This is an optimization exercise on Yosys and OpenROAD, whose aim is small area, not a production implementation. In this exercise RTL edits were held to simulation tests only and were not proved equivalent to the original.

## design/flow/design.v

```verilog
`timescale 1ns/1ps
`default_nettype none
module recip_divider (
    input  wire        clk,
    input  wire        load,
    input  wire        done,
    input  wire [22:0] nm_in,       
    input  wire [22:0] nm3_in,      
    input  wire        sign_in,     
    input  wire        sat_in,      
    output wire [19:0] rec_word,    
    output wire        rec_neg      
);
    logic [19:0] rem, q;            
    logic [22:0] nm1, nm3;          
    logic        sign_cur, sat_cur, sign_done, sat_done;
    logic [19:0] r;
    logic [4:0]  qb;
    function automatic logic [21:0] r4(input logic [19:0] rin, input logic [22:0] n1,
                                       input logic [22:0] n3);
        logic [22:0] t, sel, e;
        logic        g1, g2, g3;
        logic [1:0]  v;
        t  = {2'b00, rin, 1'b0};
        g1 = ~((t + n1) >> 22);
        g2 = ~((t + {n1[21:0], 1'b0}) >> 22);
        g3 = ~((t + n3) >> 22);
        v  = g3 ? 2'd3 : (g2 ? 2'd2 : (g1 ? 2'd1 : 2'd0));
        case (v)
            2'd0: sel = 23'd0;
            2'd1: sel = n1;
            2'd2: sel = {n1[21:0], 1'b0};
            default: sel = n3;
        endcase
        e  = t + sel;
        r4 = {v, e[18:0], 1'b0};
    endfunction
    function automatic logic [21:0] r4s(input logic [19:0] rin, input logic [22:0] n1,
                                       input logic [22:0] n3);
        logic [22:0] t, e1, e2, e3;
        logic [1:0]  v;
        logic [19:0] rn;
        t  = {2'b00, rin, 1'b0};
        e1 = t + n1;
        e2 = t + {n1[21:0], 1'b0};
        e3 = t + n3;
        if (!e3[22])      begin v = 2'd3; rn = e3[18:0] << 1; end
        else if (!e2[22]) begin v = 2'd2; rn = e2[18:0] << 1; end
        else if (!e1[22]) begin v = 2'd1; rn = e1[18:0] << 1; end
        else              begin v = 2'd0; rn = t[18:0] << 1;  end
        r4s = {v, rn};
    endfunction
    always_comb begin
        logic [21:0] s1, s2;
        logic [20:0] e;
        s1 = r4(rem, nm1, nm3);
        s2 = r4s(s1[19:0], nm1, nm3);
        e  = {1'b0, s2[19:0]} + nm1[20:0];
        qb = {s1[21:20], s2[21:20], ~e[20]};
        r  = (e[20] ? s2[18:0] : e[18:0]) << 1;
    end
    always_ff @(posedge clk) begin
        q <= {q[14:0], qb};
        if (load) begin
            rem      <= 20'd2048;
            nm1      <= nm_in;
            nm3      <= nm3_in;
            sign_cur <= sign_in;
            sat_cur  <= sat_in;
        end else begin
            rem <= r;
        end
        if (done) begin
            sign_done <= sign_cur;
            sat_done  <= sat_cur;
        end
    end
    assign rec_word = sat_done ? (sign_done ? 20'h80000 : 20'h7FFFF) : q;
    assign rec_neg  = ~sat_done & sign_done;
endmodule
`default_nettype wire
`default_nettype none
module recip_prep (
    input  wire [19:0] d_in,
    output wire [22:0] nm,
    output wire [22:0] nm3,
    output wire        sign,
    output wire        sat
);
    assign sign = d_in[19];
    assign nm   = sign ? {{3{1'b1}}, d_in} : -{3'b000, d_in};
    assign nm3  = nm + {nm[21:0], 1'b0};
    assign sat  = sign ? (&d_in[19:11]) : ((d_in[19:11] == 9'd0) || (d_in == 20'd2048));
endmodule
`default_nettype wire
`timescale 1ns/1ps
`timescale 1ns/1ps
`default_nettype none
module bs_mul (
    input  wire [19:0] a,
    input  wire [19:0] b,
    input  wire        bneg,
    output wire [19:0] y
);
    localparam logic [34:0] C = 35'(40'h0 - 40'h5555500000);
    wire [20:0] bx = {b, 1'b0};
    logic [34:0] sum;
    logic [34:0] negs;
    logic [34:0] rows [10];
    always_comb begin
        negs = '0;
        for (int i = 0; i < 10; i++) begin
            logic [2:0]  d;
            logic [20:0] m, w;
            logic        one, two, neg;
            d   = bx[2*i +: 3];
            one = d[0] ^ d[1];
            two = (d == 3'b011) || (d == 3'b100);
            neg = (d[2] & ~(d[1] & d[0])) ^ bneg;
            m   = ({21{one}} & {a[19], a}) | ({21{two}} & {a, 1'b0});
            w   = m ^ {21{neg}};
            rows[i] = 35'({~w[20], w[19:0]}) << (2*i);
            negs[2*i] = neg;
        end
        sum = rows[0] + rows[1] + rows[2] + rows[3] + rows[4] + rows[5] + rows[6]
            + rows[7] + rows[8] + rows[9] + negs + C;
    end
    assign y = sum[34:15];
endmodule
`default_nettype wire
`default_nettype none
module bs_mul_half (
    input  wire        clk,
    input  wire [19:0] a,
    input  wire [10:0] bw,
    input  wire        hi,
    output wire [19:0] y
);
    localparam logic [29:0] C = 30'(32'h0 - 32'h15500000 - 32'h80000);
    logic [19:0] acc;
    logic [29:0] sum;
    logic [29:0] negs;
    logic [29:0] rows [5];
    logic [19:0] accg;
    always_comb begin
        negs = '0;
        for (int i = 0; i < 5; i++) begin
            logic [2:0]  d;
            logic [20:0] m, w;
            logic        one, two, neg;
            d   = bw[2*i +: 3];
            one = d[0] ^ d[1];
            two = (d == 3'b011) || (d == 3'b100);
            neg = d[2] & ~(d[1] & d[0]);
            m   = ({21{one}} & {a[19], a}) | ({21{two}} & {a, 1'b0});
            w   = m ^ {21{neg}};
            rows[i] = 30'({~w[20], w[19:0]}) << (2*i);
            negs[2*i] = neg;
        end
        accg = hi ? acc : 20'd0;
        sum = rows[0] + rows[1] + rows[2] + rows[3] + rows[4]
            + 30'({~accg[19], accg[18:0]}) + negs + C;
    end
    always_ff @(posedge clk) acc <= sum[29:10];
    assign y = sum[24:5];
endmodule
`default_nettype wire
`timescale 1ns/1ps
`default_nettype none
module back_sub_top #(
    parameter int IWL = 5,
    parameter int FWL = 15
) (
    input  wire                       clk,
    input  wire                       rst_n,
    input  wire                       in_valid,
    input  wire signed [IWL+FWL-1:0]  row1_data,
    input  wire signed [IWL+FWL-1:0]  row2_data,
    input  wire signed [IWL+FWL-1:0]  row3_data,
    input  wire signed [IWL+FWL-1:0]  row4_data,
    output logic                      out_valid,
    output logic signed [IWL+FWL-1:0] x1,
    output logic signed [IWL+FWL-1:0] x2,
    output logic signed [IWL+FWL-1:0] x3,
    output logic signed [IWL+FWL-1:0] x4
);
    localparam int WL = IWL + FWL;
    logic [20:1] vq;
    wire  [20:0] v = {vq, in_valid};
    always_ff @(posedge clk or negedge rst_n) begin
        if (!rst_n) vq <= '0;
        else        vq <= v[19:0];
    end
    assign out_valid = vq[20];
    wire [WL-1:0] xw, yw;
    wire          xn, yn;
    logic [WL-1:0] r11;
    logic [WL-1:0] dsel;
    wire  [22:0]   pnm, pnm3;
    wire           psign, psat;
    always_comb begin
        dsel = r22;
        if (v[4]) dsel = row3_data;
        if (v[6]) dsel = row4_data;
        if (v[8]) dsel = r11;
    end
    recip_prep u_prep (.d_in(dsel), .nm(pnm), .nm3(pnm3), .sign(psign), .sat(psat));
    recip_divider u_divx (
        .clk(clk), .load(v[6] | v[10]), .done(v[10] | v[14]),
        .nm_in(pnm), .nm3_in(pnm3), .sign_in(psign), .sat_in(psat),
        .rec_word(xw), .rec_neg(xn));
    recip_divider u_divy (
        .clk(clk), .load(v[4] | v[8]), .done(v[8] | v[12]),
        .nm_in(pnm), .nm3_in(pnm3), .sign_in(psign), .sat_in(psat),
        .rec_word(yw), .rec_neg(yn));
    logic [WL-1:0] r12, r13, r14, r23, z1, r24, z2, r34q, z3q, z4q;
    logic [WL-1:0] r22, s, r12b, r13b, r23b, x4q, dq, t1q, x3q, x2q, x1q;
    logic          sn;
    logic [WL-1:0] ma, mb, pa, na, pb, bsrc;
    logic [10:0]   nbw;
    logic          mbn, x4n;
    always_comb begin
        ma = dq; mb = x4q; mbn = x4n;
        if (v[11]) begin ma = z4q;  mb = xw;  mbn = xn;   end
        if (v[12]) begin ma = r34q; mb = x4q; mbn = 1'b0; end
        if (v[13]) begin ma = dq;   mb = s;   mbn = sn;   end
        if (v[14]) begin ma = r23b; mb = x3q; mbn = 1'b0; end
        if (v[15]) begin ma = dq;   mb = xw;  mbn = xn;   end
        if (v[16]) begin ma = r12b; mb = x2q; mbn = 1'b0; end
        na   = (v[16] | v[17]) ? x3q : x4q;
        bsrc = (v[16] | v[17]) ? r13b : ((v[14] | v[15]) ? z4q : r24);
        nbw  = (v[13] | v[15] | v[17]) ? bsrc[19:9] : {bsrc[9:0], 1'b0};
        if (v[13]) nbw = r34q[10:0];
    end
    bs_mul      u_mula (.a(ma), .b(mb), .bneg(mbn), .y(pa));
    bs_mul_half u_mulb (.clk(clk), .a(na), .bw(nbw), .hi(v[13] | v[15] | v[17]), .y(pb));
    wire [WL-1:0] da = (v[16] ? t1q : z3q) - pa;
    wire [WL-1:0] db = (v[13] ? z2 : (v[15] ? t1q : dq)) - pb;
    always_ff @(posedge clk) begin
        dq <= v[17] ? db : da;
        if (v[0])  r11 <= row1_data;
        if (v[1])  r12 <= row1_data;
        if (v[2])  begin r13 <= row1_data; r22 <= row2_data; end
        if (v[3])  begin r14 <= row1_data; r23 <= row2_data; end
        if (v[4])  begin z1 <= row1_data; r24 <= row2_data; end
        if (v[5])  z2 <= row2_data;
        if (v[5])  r34q <= row3_data;
        else if (v[12]) r34q[10:0] <= r24[19:9];    
        if (v[6])  z3q <= row3_data;
        else if (v[13]) z3q <= db;                  
        if (v[7])  z4q <= row4_data;
        else if (v[11]) z4q <= r14;                 
        if (v[9] | v[13]) begin s <= yw; sn <= yn; end
        if (v[9])  r12b <= r12;
        if (v[10]) r13b <= r13;
        if (v[11]) r23b <= r23;
        if (v[11]) begin x4q <= pa; x4n <= 1'b0; end
        else if (v[16]) begin x4q <= s; x4n <= sn; end    
        if (v[12]) t1q <= z1;
        else if (v[15]) t1q <= db;                  
        else if (v[16]) t1q <= x4q;                 
        if (v[13]) x3q <= pa;
        if (v[15]) x2q <= pa;
        if (v[18]) x1q <= pa;
    end
    assign x1 = x1q;
    assign x2 = x2q;
    assign x3 = x3q;
    assign x4 = t1q;
endmodule
`default_nettype wire
```

## design/flow/run.sh

```bash
#!/bin/bash
# synth_recipe.tcl (not shown) runs the flow's synth.tcl, then flattens the netlist and writes it again
# the make line also repeats each setting of config.mk as NAME=value (left out here)
make -C /OpenROAD-flow-scripts/flow DESIGN_CONFIG=/design/flow/config.mk WORK_HOME=/design/flow/orfs CLKGATE_MAP_FILE= SYNTH_SCRIPT=/design/flow/synth_recipe.tcl finish
```

## design/flow/config.mk

```make
export PLATFORM = sky130hd
export DESIGN_NAME = back_sub_top
export DESIGN_NICKNAME = back_sub_top
export VERILOG_FILES = /design/flow/design.v
export SDC_FILE = /design/flow/constraint.sdc
export NUM_CORES = 4
export LEC_CHECK = 0
export CAP_MARGIN = 20
export CORE_MARGIN = 2
export CORE_UTILIZATION = 65
export CTS_BUF_LIST = sky130_fd_sc_hd__clkbuf_16
export CTS_CLUSTER_DIAMETER = 80
export CTS_CLUSTER_SIZE = 24
export PLACE_DENSITY = 0.75
export SLEW_MARGIN = 20
```

## design/flow/constraint.sdc

```tcl
create_clock -name core_clock -period 12.0 [get_ports {clk}]
set_input_delay 2.4000 -clock core_clock [delete_from_list [all_inputs] [get_ports {clk}]]
set_output_delay 2.4000 -clock core_clock [all_outputs]
set_load 0.01 [all_outputs]
```

==> impl_metrics.tcl <==
set metrics [dict create \
    drc 0 \
    io_buffers 163 \
    cp_slowest_stage_delay_ns 0.86 \
    fin_nets 6528 \
    grt_antenna_before_repair 22 \
    synth.most_common_cell "ha_1" \
    drv_cap 0 \
    setup_violations 0 \
    yosys-top-cells-area "edfxtp_1 29%, ha_1 13%, fa_1 7.8%, xnor2_1 6.4%, dfxtp_1 4.4%" \
    crit_buf_inv 4 \
    clockRootBuffer "clkbuf_16" \
    ys_ff_latch 658 \
    synth_largest_area_cell "edfxtp_1" \
    synthArstFlopShare_pct 3.04 \
    timing.slew.headroom_pct 17.7 \
    min_period_ns 11.62 \
    grt_pass1_wl_mm 272 \
    syn_inst 5551 \
    maxSlewViolCount 0 \
    numCtsBuffers 40 \
    vias_per_cell 6.61 \
    dieArea_mm2 0.0864 \
    synth-edff-count 519 \
    fin_skew_ns 0.0592 \
    end_kind "flip-flop" \
    rsz0062_at_grt "true" \
    gp_congestion 0.991 \
    avgSynthCellArea_um2 9.85 \
    synth_cell_types 106 \
    slowest_stage "ha_1" \
    area_growth_pct 9.19 \
    coreArea_mm2 0.0834 \
    ant_nets 0 \
    grt_pass1_vias 44100 \
    outcome "no timing/DRC/antenna violations" \
    syn-cell-area_mm2 0.0547 \
    hold_path_class "flip-flop to flip-flop" \
    hpwl_mm 142 \
    worstSetupPathType "flip-flop to flip-flop" \
    fmax_mhz 86.1 \
    critPathMaxFanout 34 \
    synth_commonest_cells "554 x ha_1, 519 x edfxtp_1, 474 x inv_1" \
    die_w_um 294 \
    clk-insertion-delay-late_ns 0.67 \
    crit_arrival_ns 12.19 \
    synth_top_area_share_pct 28.5 \
    whs_ns 0.338 \
    grt_max_degree 74 \
    cts_tree "built" \
    rows 106 \
    yosysWarnings 6 \
    critPathMostFrequentCell "fa_1" \
    post_drt_wl_per_cell_um 26.8 \
    grt_use_total_pct 42.0 \
    start_util_pct 65.5 \
    critPathTopFamily "adder cells" \
    synth_fp_nets 6401 \
    drive_above_1_share_pct 8.04 \
    wirelength_mm 182 \
    yosysSeqAreaShare_pct 33.8 \
    ctsHtreeMaxLevel 2 \
    vias 44900 \
    tightest_slew_ns 1.22 \
    required_ns 12.57 \
    path_clk_slew_ns 0.10 \
    cts.sinks 658 \
    drt_iter0_drc 5299 \
    overflow 0 \
    finalHoldViolCount 0 \
    dpl-instance-area_mm2 0.0581 \
    fin_area_mm2 0.0597 \
    fin_util_pct 71.5 \
    fin_setup_tns_ns 0 \
    start_kind "flip-flop" \
    synth_ff_type "edfxtp_1" \
    cts_max_path_buffers 3 \
    finalCritPeriodShare_pct 96.8 \
    num_io_pins 164 \
    fillCellCount 6275 \
    die_h_um 294 \
    dr.pass1.iters 8 \
]
-- per-stage QoR --
step                      setup WS [ns]  instances
final                             0.381       6799
after global routing            -0.0504       6796
after CTS                         0.166       6785
after detailed placement          0.216       6711
after global placement            0.545       6711
after floorplan                   0.711       5551
-- kinds of logic (layout without fill, tap and decap cells) --
family / count (synthesis) / after routing / share of synthesized area (%)
flops: 658 / 658 / 33.8
fa+ha+maj: 767 / 767 / 20.5
other cells: 0 / 9 / 0
mux: 199 / 199 / 3.92
compound gates: 1516 / 1516 / 18.3
xor+xnor: 565 / 565 / 9.15
simple gates: 1112 / 1112 / 9.21
buf+inv: 734 / 893 / 5.12
-- registers in the layout (all words and copies together), names as in the netlist, 22 cells and up --
register    flops
u_divy.nm3     23
u_divx.nm3     23
u_divx.nm1     22
u_divy.nm1     22
-- layout make-up --
type | instances | area [um2] | area share (%)
multi-input cells | 4159 | 33600 | 56.3
flip-flops and latches | 658 | 18500 | 31.0
repair buffers | 340 | 2980 | 5.00
inverters | 479 | 1800 | 3.01
well taps | 1080 | 1350 | 2.26
clock buffers | 40 | 1000 | 1.68
clock inverters | 34 | 419 | 0.702
diodes | 9 | 22.5 | 0.0377
-- path summary, 6_finish.rpt --
path,startpoint,to,slack (ns),cells past startpoint
setup / recovery,vq[15],dq[19],0.38,38
hold / removal,u_divx.q[3],u_divx.q[8],0.34,0
setup reg to reg,vq[15],dq[19],0.38,38
hold reg to reg,u_divx.q[3],u_divx.q[8],0.34,0
max in group asynchronous,rst_n,vq[3],9.46,2
min in group asynchronous,rst_n,vq[9],2.17,2
-- repair_timing --
action                     in CTS  in global routing
buffers inserted                0                  5
setup endpoints to repair       0                 45
resized for setup               0                 27
hold buffers                    0                  0
-- worst reg2reg max path, delay by kind of cell (launching register included) --
kind                     cells  cell delay (ns)
AO/OA/AOI/OAI               15             3.39
multiplexers                 2             0.34
flip-flops                   1             0.69
adder cells (fa/ha/maj)      8             4.11
buffers and inverters        4             1.16
AND/OR/NAND/NOR              6             0.98
XOR/XNOR                     3             0.88
-- cells in the final DEF, fill, tap and decap left out, types with 33 or more instances in the layout --
| cell | count |
|---|---|
| and2_1 | 34 |
| inv_1 | 488 |
| a21o_1 | 120 |
| nand3_1 | 49 |
| clkdlybuf4s50_1 | 162 |
| nor3_1 | 60 |
| o21a_1 | 50 |
| o21ai_0 | 289 |
| dfxtp_1 | 119 |
| a21oi_1 | 336 |
| nor2_1 | 317 |
| edfxtp_1 | 519 |
| nor2b_1 | 53 |
| xnor2_1 | 388 |
| buf_4 | 174 |
| o211ai_1 | 39 |
| mux2i_1 | 96 |
| a22oi_1 | 311 |
| o21ai_1 | 37 |
| ha_1 | 554 |
| xor2_1 | 157 |
| nand2_1 | 423 |
| fa_1 | 213 |
| clkbuf_16 | 40 |
| mux2_2 | 98 |
| a21boi_0 | 33 |
-- per-layer routing --
metal,GRT usage [%],routed length (um)
met5,0,127
met4,23.2,11500
met3,9.30,21000
met2,66.3,82500
met1,53.7,67000

-- separate check: timing with driven ports --
How much do the figures lean on ideal ports? The routed layout below was timed once more, with nothing changed but the port constraints. Step 1, drivers: a clkbuf_16 drives clk and a buf_2 each remaining input, both assumed. Step 2, shift: input delay + t, output delay - t, t = (earliest + latest rising clock arrival at the registers) / 2. This alone moves slack from input paths to output paths. Three values: ideal ports, drivers, drivers and shift; two values: the first two.
shift t [ns]: 0.711
setup WS [ns]: 0.381 / 0.381 / 0.381
hold slack, ns: 0.338 / 0.338 / 0.338
worst data-port slew with drivers (ns): 0.17
After both steps this run still meets setup and hold. For this run, drivers alone change the setup slack by 0.000 ns; drivers and shift together by 0.000 ns.
